What follows belongs to an exercise in optimizing a design on an open flow for small area; a production flow would make more cautious choices. At most, simulation tests tie the RTL to the original design; equivalence was not proved.

==> trial 20 <==
==> flow/design.v <==
package spmv_mem_pkg;
    localparam int ADDR_W  = 48;
    localparam int DATA_W  = 64;
    localparam int TAG_W   = 3;
    localparam int RDCTL_W = 32;
endpackage
module spmv_sync_fifo #(
    parameter int WIDTH   = 8,
    parameter int DEPTH   = 8,
    parameter int MASK_LO = WIDTH
) (
    input  logic                   clk,
    input  logic                   rst_n,
    input  logic                   push,
    input  logic [WIDTH-1:0]       din,
    input  logic                   pop,
    input  logic                   last_hi_en,
    output logic [WIDTH-1:0]       head,
    output logic [WIDTH-1:0]       last,
    output logic [$clog2(DEPTH):0] count
);
    logic [WIDTH-1:0] mem [DEPTH];
    logic [DEPTH-1:0] wr_sel, wr_sel_n, rd_sel;
    logic [DEPTH-1:0] last_sel, last_sel_hi;
    logic [DEPTH-1:0] row_we, row_hold;
    always_comb begin
        for (int k = 0; k < DEPTH; k++) begin
            last_sel[k]    = rd_sel[(k + 1) % DEPTH];
            last_sel_hi[k] = last_sel[k] && last_hi_en;
            row_we[k]      = push && wr_sel[k];
            row_hold[k]    = !push || wr_sel_n[k];
        end
    end
    always_comb begin
        head = '0;
        last = '0;
        for (int k = 0; k < DEPTH; k++) begin
            head = head | (mem[k] & {WIDTH{rd_sel[k]}});
            for (int b = 0; b < WIDTH; b++) begin
                if (b < MASK_LO) last[b] = last[b] | (mem[k][b] & last_sel[k]);
                else             last[b] = last[b] | (mem[k][b] & last_sel_hi[k]);
            end
        end
    end
    for (genvar k = 0; k < DEPTH; k++) begin : g_row
        logic [WIDTH-1:0] row;
        always_ff @(posedge clk) begin
            row <= (row & {WIDTH{row_hold[k]}}) | (din & {WIDTH{row_we[k]}});
        end
        assign mem[k] = row;
    end
    always_ff @(posedge clk or negedge rst_n) begin
        if (!rst_n) begin
            wr_sel   <= DEPTH'(1);
            wr_sel_n <= ~DEPTH'(1);
            rd_sel   <= DEPTH'(1);
            count    <= '0;
        end else begin
            if (push) begin
                wr_sel   <= {wr_sel[DEPTH-2:0], wr_sel[DEPTH-1]};
                wr_sel_n <= {wr_sel_n[DEPTH-2:0], wr_sel_n[DEPTH-1]};
            end
            if (pop) rd_sel <= {rd_sel[DEPTH-2:0], rd_sel[DEPTH-1]};
            case ({push, pop})
                2'b10:   count <= count + 1'b1;
                2'b01:   count <= count - 1'b1;
                default: ;
            endcase
        end
    end
endmodule
import spmv_mem_pkg::*;
module spmv_mem_port #(
    parameter int REQ_DEPTH    = 8,
    parameter int RSP_DEPTH    = 8,
    parameter int STALL_MARGIN = 2
) (
    input  logic               clk,
    input  logic               rst_n,
    input  logic               req_mem_ld,
    input  logic               req_mem_st,
    input  logic [ADDR_W-1:0]  req_mem_addr,
    input  logic [DATA_W-1:0]  req_mem_d_or_tag,
    output logic               req_mem_stall,
    output logic               rsp_mem_push,
    output logic [TAG_W-1:0]   rsp_mem_tag,
    output logic [DATA_W-1:0]  rsp_mem_q,
    input  logic               rsp_mem_stall,
    output logic               mc_req_ld,
    output logic               mc_req_st,
    output logic [ADDR_W-1:0]  mc_req_vadr,
    output logic [DATA_W-1:0]  mc_req_wrd_rdctl,
    input  logic               mc_rd_rq_stall,
    input  logic               mc_wr_rq_stall,
    input  logic               mc_rsp_push,
    input  logic [RDCTL_W-1:0] mc_rsp_rdctl,
    input  logic [DATA_W-1:0]  mc_rsp_data,
    output logic               mc_rsp_stall,
    output logic               idle,
    output logic               err
);
    localparam int RQ_W  = DATA_W + ADDR_W + 1;
    localparam int RQ_HI = ADDR_W + 1 + TAG_W;
    localparam int RS_W  = TAG_W + DATA_W;
    localparam int RQ_CW = $clog2(REQ_DEPTH) + 1;
    localparam int CR_W  = $clog2(RSP_DEPTH) + 1;
    localparam logic [RQ_CW-1:0] STALL_LVL = RQ_CW'(REQ_DEPTH - STALL_MARGIN);
    localparam logic [RQ_CW-1:0] REQ_FULL  = RQ_CW'(REQ_DEPTH);
    localparam logic [CR_W-1:0]  CRED_MAX  = CR_W'(RSP_DEPTH);
    logic [RQ_W-1:0]   req_in, req_head, req_last;
    logic [RS_W-1:0]   rsp_in, rsp_head, rsp_last;
    logic [RQ_CW-1:0]  req_count;
    logic [CR_W-1:0]   rsp_count;
    logic              req_full, req_empty, rsp_empty;
    logic              head_is_st;
    logic [CR_W-1:0]   credits, credits_nxt;
    logic [CR_W:0]     claimed;
    logic [RQ_CW-1:0]  req_left;
    logic              req_one, req_push, req_bad;
    logic              issue_ld, issue_st, issue;
    logic              rsp_ok, rsp_push, rsp_bad, rsp_pop;
    logic              unused_rdctl;
    assign unused_rdctl = ^{mc_rsp_rdctl[RDCTL_W-1:TAG_W], req_head, rsp_head};
    assign req_full  = (req_count == REQ_FULL);
    assign req_empty = (req_count == '0);
    assign rsp_empty = (rsp_count == '0);
    assign req_one  = req_mem_ld ^ req_mem_st;
    assign req_push = req_one && !req_full;
    assign req_bad  = (req_mem_ld && req_mem_st) || (req_one && req_full);
    assign req_in   = {req_mem_d_or_tag[DATA_W-1:TAG_W], req_mem_addr, req_mem_st,
                       req_mem_d_or_tag[TAG_W-1:0]};
    assign req_mem_stall = (req_count >= STALL_LVL);
    assign mc_rsp_stall  = 1'b0;
    spmv_sync_fifo #(.WIDTH(RQ_W), .DEPTH(REQ_DEPTH), .MASK_LO(RQ_HI)) u_req_fifo (
        .clk        (clk),
        .rst_n      (rst_n),
        .push       (req_push),
        .din        (req_in),
        .pop        (issue),
        .last_hi_en (mc_req_st),
        .head       (req_head),
        .last       (req_last),
        .count      (req_count)
    );
    assign head_is_st = req_head[TAG_W];
    assign issue_ld = !req_empty && !head_is_st && !mc_rd_rq_stall && (credits != '0);
    assign issue_st = !req_empty &&  head_is_st && !mc_wr_rq_stall;
    assign issue    = issue_ld || issue_st;
    assign mc_req_vadr      = req_last[TAG_W+1 +: ADDR_W];
    assign mc_req_wrd_rdctl = {req_last[RQ_W-1:RQ_HI], req_last[TAG_W-1:0]};
    assign claimed  = {1'b0, credits} + {1'b0, rsp_count};
    assign rsp_ok   = (claimed < {1'b0, CRED_MAX});
    assign rsp_push = mc_rsp_push && rsp_ok;
    assign rsp_bad  = mc_rsp_push && !rsp_ok;
    assign rsp_in   = {mc_rsp_rdctl[TAG_W-1:0], mc_rsp_data};
    assign rsp_pop  = !rsp_empty && !rsp_mem_stall;
    spmv_sync_fifo #(.WIDTH(RS_W), .DEPTH(RSP_DEPTH)) u_rsp_fifo (
        .clk        (clk),
        .rst_n      (rst_n),
        .push       (rsp_push),
        .din        (rsp_in),
        .pop        (rsp_pop),
        .last_hi_en (1'b1),
        .head       (rsp_head),
        .last       (rsp_last),
        .count      (rsp_count)
    );
    assign rsp_mem_tag = rsp_last[RS_W-1 -: TAG_W];
    assign rsp_mem_q   = rsp_last[DATA_W-1:0];
    always_comb begin
        credits_nxt = credits;
        case ({issue_ld, rsp_pop})
            2'b10:   credits_nxt = credits - 1'b1;
            2'b01:   credits_nxt = credits + 1'b1;
            default: ;
        endcase
    end
    assign req_left = req_count - RQ_CW'(issue);
    always_ff @(posedge clk or negedge rst_n) begin
        if (!rst_n) begin
            credits      <= CRED_MAX;
            err          <= 1'b0;
            idle         <= 1'b1;
            mc_req_ld    <= 1'b0;
            mc_req_st    <= 1'b0;
            rsp_mem_push <= 1'b0;
        end else begin
            credits      <= credits_nxt;
            if (req_bad || rsp_bad) err <= 1'b1;
            idle         <= !req_push && (req_left == '0) && (credits_nxt == CRED_MAX);
            mc_req_ld    <= issue_ld;
            mc_req_st    <= issue_st;
            rsp_mem_push <= rsp_pop;
        end
    end
endmodule
==> flow/flow/run.sh <==
#!/bin/bash
# Standard layout with three changes: ports are buffered with buf_1, the clock tree
# uses small clock buffers with larger sink clusters, and CTS adds no dummy loads.
set -euo pipefail
bash standard.sh synth > synth_make.log 2>&1
bash standard.sh finish \
  "BUFFER_PORTS_ARGS=-buffer_cell sky130_fd_sc_hd__buf_1" \
  "CTS_ARGS=-sink_clustering_enable -repair_clock_nets -dont_use_dummy_load -buf_list {sky130_fd_sc_hd__clkbuf_4 sky130_fd_sc_hd__clkbuf_8} -sink_clustering_size 20 -sink_clustering_max_diameter 60" \
  > layout_make.log 2>&1
==> flow/standard.sh <==
#!/bin/bash
# synth_recipe.tcl (not shown) runs the flow's synth.tcl, then flattens the netlist and writes it again
# the make line also repeats each setting of config.mk as NAME=value (left out here)
make -C /OpenROAD-flow-scripts/flow DESIGN_CONFIG=/design/flow/config.mk WORK_HOME=/design/flow/orfs CLKGATE_MAP_FILE= SYNTH_SCRIPT=/design/flow/synth_recipe.tcl "${@:-finish}"
==> flow/config.mk <==
export PLATFORM = sky130hd
export DESIGN_NAME = spmv_mem_port
export DESIGN_NICKNAME = spmv_mem_port
export VERILOG_FILES = /design/flow/design.v
export SDC_FILE = /design/flow/constraint.sdc
export NUM_CORES = 4
export LEC_CHECK = 0
export CAP_MARGIN = 20
export CORE_MARGIN = 2
export CORE_UTILIZATION = 40
export SLEW_MARGIN = 20
==> flow/constraint.sdc <==
create_clock -name core_clock -period 4.0 [get_ports {clk}]
set_input_delay 0.8000 -clock core_clock [delete_from_list [all_inputs] [get_ports {clk}]]
set_output_delay 0.8000 -clock core_clock [all_outputs]
set_load 0.01 [all_outputs]
==> build 22 (differences from trial 20) <==
==> flow/design.v, changed modules only <==
module spmv_sync_fifo #(
    parameter int WIDTH   = 8,
    parameter int DEPTH   = 8,
    parameter int MASK_LO = WIDTH
) (
    input  logic                   clk,
    input  logic                   rst_n,
    input  logic                   push,
    input  logic [WIDTH-1:0]       din,
    input  logic                   pop,
    input  logic                   last_hi_en,
    output logic [WIDTH-1:0]       head,
    output logic [WIDTH-1:0]       last,
    output logic [$clog2(DEPTH):0] count
);
    localparam int AW = $clog2(DEPTH);
    logic [WIDTH-1:0] mem [DEPTH];
    logic [AW-1:0]    wr_ptr;
    logic [AW-1:0]    rd_ptr;
    logic [DEPTH-1:0] rd_sel, last_sel, last_sel_hi;
    always_comb begin
        for (int k = 0; k < DEPTH; k++) begin
            rd_sel[k] = (rd_ptr == AW'(k));
        end
        for (int k = 0; k < DEPTH; k++) begin
            last_sel[k]    = rd_sel[(k + 1) % DEPTH];
            last_sel_hi[k] = last_sel[k] && last_hi_en;
        end
    end
    always_comb begin
        head = '0;
        last = '0;
        for (int k = 0; k < DEPTH; k++) begin
            head = head | (mem[k] & {WIDTH{rd_sel[k]}});
            for (int b = 0; b < WIDTH; b++) begin
                if (b < MASK_LO) last[b] = last[b] | (mem[k][b] & last_sel[k]);
                else             last[b] = last[b] | (mem[k][b] & last_sel_hi[k]);
            end
        end
    end
    always_ff @(posedge clk) begin
        for (int k = 0; k < DEPTH; k++) begin
            if (push && wr_ptr == AW'(k)) mem[k] <= din;
        end
    end
    always_ff @(posedge clk or negedge rst_n) begin
        if (!rst_n) begin
            wr_ptr <= '0;
            rd_ptr <= '0;
            count  <= '0;
        end else begin
            if (push) wr_ptr <= wr_ptr + 1'b1;
            if (pop)  rd_ptr <= rd_ptr + 1'b1;
            case ({push, pop})
                2'b10:   count <= count + 1'b1;
                2'b01:   count <= count - 1'b1;
                default: ;
            endcase
        end
    end
endmodule
==> flow/run.sh (new file) <==
#!/bin/bash
# synth_recipe.tcl (not shown) runs the flow's synth.tcl, then flattens the netlist and writes it again
# the make line also repeats each setting of config.mk as NAME=value (left out here)
make -C /OpenROAD-flow-scripts/flow DESIGN_CONFIG=/design/flow/config.mk WORK_HOME=/design/flow/orfs CLKGATE_MAP_FILE= SYNTH_SCRIPT=/design/flow/synth_recipe.tcl finish
removed: flow/flow/run.sh
removed: flow/standard.sh
==> build 9 (differences from trial 20) <==
==> flow/design.v, changed modules only <==
module spmv_sync_fifo #(
    parameter int WIDTH   = 8,
    parameter int DEPTH   = 8,
    parameter int MASK_LO = WIDTH
) (
    input  logic                   clk,
    input  logic                   rst_n,
    input  logic                   push,
    input  logic                   hold,
    input  logic [WIDTH-1:0]       din,
    input  logic                   pop,
    input  logic                   last_hi_en,
    output logic [WIDTH-1:0]       head,
    output logic [WIDTH-1:0]       last,
    output logic [$clog2(DEPTH):0] count
);
    localparam int CW = $clog2(DEPTH) + 1;
    logic [WIDTH-1:0] mem [DEPTH];
    logic [DEPTH-1:0] head_sel, last_sel, last_sel_hi;
    always_comb begin
        for (int k = 0; k < DEPTH; k++) begin
            head_sel[k]    = (count == CW'(k + 1));
            last_sel[k]    = (count == CW'(k));
            last_sel_hi[k] = last_sel[k] && last_hi_en;
        end
    end
    always_comb begin
        head = '0;
        last = '0;
        for (int k = 0; k < DEPTH; k++) begin
            head = head | (mem[k] & {WIDTH{head_sel[k]}});
            for (int b = 0; b < WIDTH; b++) begin
                if (b < MASK_LO) last[b] = last[b] | (mem[k][b] & last_sel[k]);
                else             last[b] = last[b] | (mem[k][b] & last_sel_hi[k]);
            end
        end
    end
    for (genvar k = 0; k < DEPTH; k++) begin : g_row
        logic [WIDTH-1:0] row, below;
        if (k == 0) begin : g_in
            assign below = din;
        end else begin : g_up
            assign below = mem[k-1];
        end
        always_ff @(posedge clk) begin
            row <= (row & {WIDTH{hold}}) | (below & {WIDTH{push}});
        end
        assign mem[k] = row;
    end
    always_ff @(posedge clk or negedge rst_n) begin
        if (!rst_n) begin
            count <= '0;
        end else begin
            case ({push, pop})
                2'b10:   count <= count + 1'b1;
                2'b01:   count <= count - 1'b1;
                default: ;
            endcase
        end
    end
endmodule
module spmv_mem_port #(
    parameter int REQ_DEPTH    = 8,
    parameter int RSP_DEPTH    = 8,
    parameter int STALL_MARGIN = 2
) (
    input  logic               clk,
    input  logic               rst_n,
    input  logic               req_mem_ld,
    input  logic               req_mem_st,
    input  logic [ADDR_W-1:0]  req_mem_addr,
    input  logic [DATA_W-1:0]  req_mem_d_or_tag,
    output logic               req_mem_stall,
    output logic               rsp_mem_push,
    output logic [TAG_W-1:0]   rsp_mem_tag,
    output logic [DATA_W-1:0]  rsp_mem_q,
    input  logic               rsp_mem_stall,
    output logic               mc_req_ld,
    output logic               mc_req_st,
    output logic [ADDR_W-1:0]  mc_req_vadr,
    output logic [DATA_W-1:0]  mc_req_wrd_rdctl,
    input  logic               mc_rd_rq_stall,
    input  logic               mc_wr_rq_stall,
    input  logic               mc_rsp_push,
    input  logic [RDCTL_W-1:0] mc_rsp_rdctl,
    input  logic [DATA_W-1:0]  mc_rsp_data,
    output logic               mc_rsp_stall,
    output logic               idle,
    output logic               err
);
    localparam int RQ_W  = DATA_W + ADDR_W + 1;
    localparam int RQ_HI = ADDR_W + 1 + TAG_W;
    localparam int RS_W  = TAG_W + DATA_W;
    localparam int RQ_CW = $clog2(REQ_DEPTH) + 1;
    localparam int CR_W  = $clog2(RSP_DEPTH) + 1;
    localparam logic [RQ_CW-1:0] STALL_LVL = RQ_CW'(REQ_DEPTH - STALL_MARGIN);
    localparam logic [RQ_CW-1:0] REQ_FULL  = RQ_CW'(REQ_DEPTH);
    localparam logic [CR_W-1:0]  CRED_MAX  = CR_W'(RSP_DEPTH);
    logic [RQ_W-1:0]   req_in, req_head, req_last;
    logic [RS_W-1:0]   rsp_in, rsp_head, rsp_last;
    logic [RQ_CW-1:0]  req_count;
    logic [CR_W-1:0]   rsp_count;
    logic              req_full, req_empty, rsp_empty;
    logic              head_is_st;
    logic [CR_W-1:0]   credits, credits_nxt;
    logic [CR_W:0]     claimed;
    logic [RQ_CW-1:0]  req_left;
    logic              req_one, req_push, req_bad;
    logic              issue_ld, issue_st, issue;
    logic              rsp_ok, rsp_push, rsp_bad, rsp_pop;
    logic              req_hold, rsp_hold;
    logic              req_room_q, rsp_ok_q;
    logic [RQ_CW-1:0]  req_count_nxt;
    logic [CR_W-1:0]   rsp_count_nxt;
    logic              unused_rdctl;
    assign unused_rdctl = ^{mc_rsp_rdctl[RDCTL_W-1:TAG_W], req_head, rsp_head};
    assign req_full  = (req_count == REQ_FULL);
    assign req_empty = (req_count == '0);
    assign rsp_empty = (rsp_count == '0);
    assign req_one  = req_mem_ld ^ req_mem_st;
    assign req_push = req_one && !req_full;
    assign req_bad  = (req_mem_ld && req_mem_st) || (req_one && req_full);
    assign req_in   = {req_mem_d_or_tag[DATA_W-1:TAG_W], req_mem_addr, req_mem_st,
                       req_mem_d_or_tag[TAG_W-1:0]};
    assign req_mem_stall = (req_count >= STALL_LVL);
    assign mc_rsp_stall  = 1'b0;
    spmv_sync_fifo #(.WIDTH(RQ_W), .DEPTH(REQ_DEPTH), .MASK_LO(RQ_HI)) u_req_fifo (
        .clk        (clk),
        .rst_n      (rst_n),
        .push       (req_push),
        .hold       (req_hold),
        .din        (req_in),
        .pop        (issue),
        .last_hi_en (mc_req_st),
        .head       (req_head),
        .last       (req_last),
        .count      (req_count)
    );
    assign head_is_st = req_head[TAG_W];
    assign issue_ld = !req_empty && !head_is_st && !mc_rd_rq_stall && (credits != '0);
    assign issue_st = !req_empty &&  head_is_st && !mc_wr_rq_stall;
    assign issue    = issue_ld || issue_st;
    assign mc_req_vadr      = req_last[TAG_W+1 +: ADDR_W];
    assign mc_req_wrd_rdctl = {req_last[RQ_W-1:RQ_HI], req_last[TAG_W-1:0]};
    assign claimed  = {1'b0, credits} + {1'b0, rsp_count};
    assign rsp_ok   = (claimed < {1'b0, CRED_MAX});
    assign rsp_push = mc_rsp_push && rsp_ok;
    assign rsp_bad  = mc_rsp_push && !rsp_ok;
    assign rsp_in   = {mc_rsp_rdctl[TAG_W-1:0], mc_rsp_data};
    assign rsp_pop  = !rsp_empty && !rsp_mem_stall;
    spmv_sync_fifo #(.WIDTH(RS_W), .DEPTH(RSP_DEPTH)) u_rsp_fifo (
        .clk        (clk),
        .rst_n      (rst_n),
        .push       (rsp_push),
        .hold       (rsp_hold),
        .din        (rsp_in),
        .pop        (rsp_pop),
        .last_hi_en (1'b1),
        .head       (rsp_head),
        .last       (rsp_last),
        .count      (rsp_count)
    );
    assign rsp_mem_tag = rsp_last[RS_W-1 -: TAG_W];
    assign rsp_mem_q   = rsp_last[DATA_W-1:0];
    always_comb begin
        credits_nxt = credits;
        case ({issue_ld, rsp_pop})
            2'b10:   credits_nxt = credits - 1'b1;
            2'b01:   credits_nxt = credits + 1'b1;
            default: ;
        endcase
    end
    assign req_left = req_count - RQ_CW'(issue);
    assign req_count_nxt = req_left + RQ_CW'(req_push);
    assign rsp_count_nxt = rsp_count + CR_W'(rsp_push) - CR_W'(rsp_pop);
    assign req_hold      = !req_one || !req_room_q;
    assign rsp_hold      = !mc_rsp_push || !rsp_ok_q;
    always_ff @(posedge clk or negedge rst_n) begin
        if (!rst_n) begin
            credits      <= CRED_MAX;
            req_room_q   <= 1'b1;
            rsp_ok_q     <= 1'b0;
            err          <= 1'b0;
            idle         <= 1'b1;
            mc_req_ld    <= 1'b0;
            mc_req_st    <= 1'b0;
            rsp_mem_push <= 1'b0;
        end else begin
            credits      <= credits_nxt;
            req_room_q   <= (req_count_nxt != REQ_FULL);
            rsp_ok_q     <= ({1'b0, credits_nxt} + {1'b0, rsp_count_nxt} < {1'b0, CRED_MAX});
            if (req_bad || rsp_bad) err <= 1'b1;
            idle         <= !req_push && (req_left == '0) && (credits_nxt == CRED_MAX);
            mc_req_ld    <= issue_ld;
            mc_req_st    <= issue_st;
            rsp_mem_push <= rsp_pop;
        end
    end
endmodule
==> flow/flow/run.sh (replaced) <==
#!/bin/bash
# Standard layout with these changes:
#  - synthesis maps logic with an area-oriented ABC script (flow/area.abc) in
#    place of ORFS's speed script; everything else in the standard flow's synthesis script
#    is unchanged, so the registers are the standard synthesis's;
#  - ports are buffered with buf_1;
#  - the clock tree uses small clock buffers, larger sink clusters, no dummy loads.
set -euo pipefail
W=$PWD
{
  echo "proc abc {args} {"
  echo "  set i [lsearch -exact \$args -script]"
  echo "  if {\$i >= 0} { lset args [expr {\$i + 1}] $W/flow/area.abc }"
  echo "  yosys abc {*}\$args"
  echo "}"
  cat synth_recipe.tcl
} > own_synth.tcl
bash standard.sh synth "SYNTH_SCRIPT=$W/own_synth.tcl" > synth_make.log 2>&1
bash standard.sh finish "SYNTH_SCRIPT=$W/own_synth.tcl" \
  "BUFFER_PORTS_ARGS=-buffer_cell sky130_fd_sc_hd__buf_1" \
  "CTS_ARGS=-sink_clustering_enable -repair_clock_nets -dont_use_dummy_load -buf_list {sky130_fd_sc_hd__clkbuf_4 sky130_fd_sc_hd__clkbuf_8} -sink_clustering_size 16 -sink_clustering_max_diameter 100 -root_buf sky130_fd_sc_hd__clkbuf_16" \
  > layout_make.log 2>&1
==> flow/flow/area.abc (new file) <==
&get -n
&st
&dch -f
&nf -a -R 1000
&put
- CAP_MARGIN: 20 -> 10
- SLEW_MARGIN: 20 -> 10
==> results.toml <==
[sta]
clock_skew_ns = 0.0439
setup_ws_ns = 0.199
holdWs_ns = 0.0966

[worst_setup_path]
regToRegSetupSlack_ns = 0.26
worst-path-buf-inv = 3
rr_worst_depth = 15

[routing]
drt-vias-per-instance = 6.24
finalWirelength_um = 135000

[power_and_ir_drop]
p_total_w = 0.0474

[synthesis]
synth.net_count = 4171
yosysTopAreaCellShare = 0.583

[clock_network]
cts_max_level = 3
tritoncts_num_sinks = 1459

[status]
status = "finished clean"

[placed_design]
dp_hpwl_um = 74400

[finish]
number_of_nets_in_the_finished_design = 4732

[global_routing]
met2_usage = 0.309
[end of results for build 9]
==> results.toml <==
[clock_network]
cts_max_level = 4
tritoncts_num_sinks = 1469

[worst_setup_path]
regToRegSetupSlack_ns = 0.24
rr_worst_depth = 14
worst-path-buf-inv = 2

[power_and_ir_drop]
p_total_w = 0.0472

[finish]
multiInputCombCellCount = 1017
number_of_nets_in_the_finished_design = 3395

[sta]
holdWs_ns = 0.100
clock_skew_ns = 0.0446

[placed_design]
dp_hpwl_um = 73300

[global_routing]
met2_usage = 0.326

[status]
status = "finished clean"

[routing]
finalWirelength_um = 137000
drt-vias-per-instance = 5.74

[synthesis]
yosysTopAreaCellShare = 0.804
[end of results for build 22]
==> results.toml <==
[global_routing]
met2_usage = 0.414

[finish]
number_of_nets_in_the_finished_design = 4926

[clock_network]
tritoncts_num_sinks = 1505

[status]
status = "finished clean"

[power_and_ir_drop]
p_total_w = 0.0253

[worst_setup_path]
worst-path-buf-inv = 2
rr_worst_depth = 10
regToRegSetupSlack_ns = 0.56

[placed_design]
dp_hpwl_um = 97400

[sta]
setup_ws_ns = 0.113
[end of results for trial 20]
For trial 20, only the layout was checked, not whether the RTL still works.

static timing again, ports no longer ideal:
The flow's constraints put no driver on any port. The routed layouts listed below were extracted and timed again, unchanged, in two steps. Step 1 assumes that a clkbuf_16 drives the clock port and a buf_2 every other input. Step 2 times the ports against the registers' clock, not the clock port: input delays grow and output delays shrink by t, the midpoint of the rising clock arrivals with the driver on. Three values: ideal ports, drivers, drivers and shift; two values: the first two.
run	t, ns	setup WS [ns]	latest minus earliest clock arrival (ns)	worst data-port slew with drivers (ns)	cell pins on the clock port's net
trial 20	0.917	0.113 / 0.044 / 0.530	0.152 / 0.152	0.16	1
build 22	0.842	0.102 / 0.030 / 0.162	0.061 / 0.061	0.21	1
build 9	0.744	0.199 / 0.127 / 0.265	0.053 / 0.053	0.18	1
After both steps setup and hold are still met in every run listed.
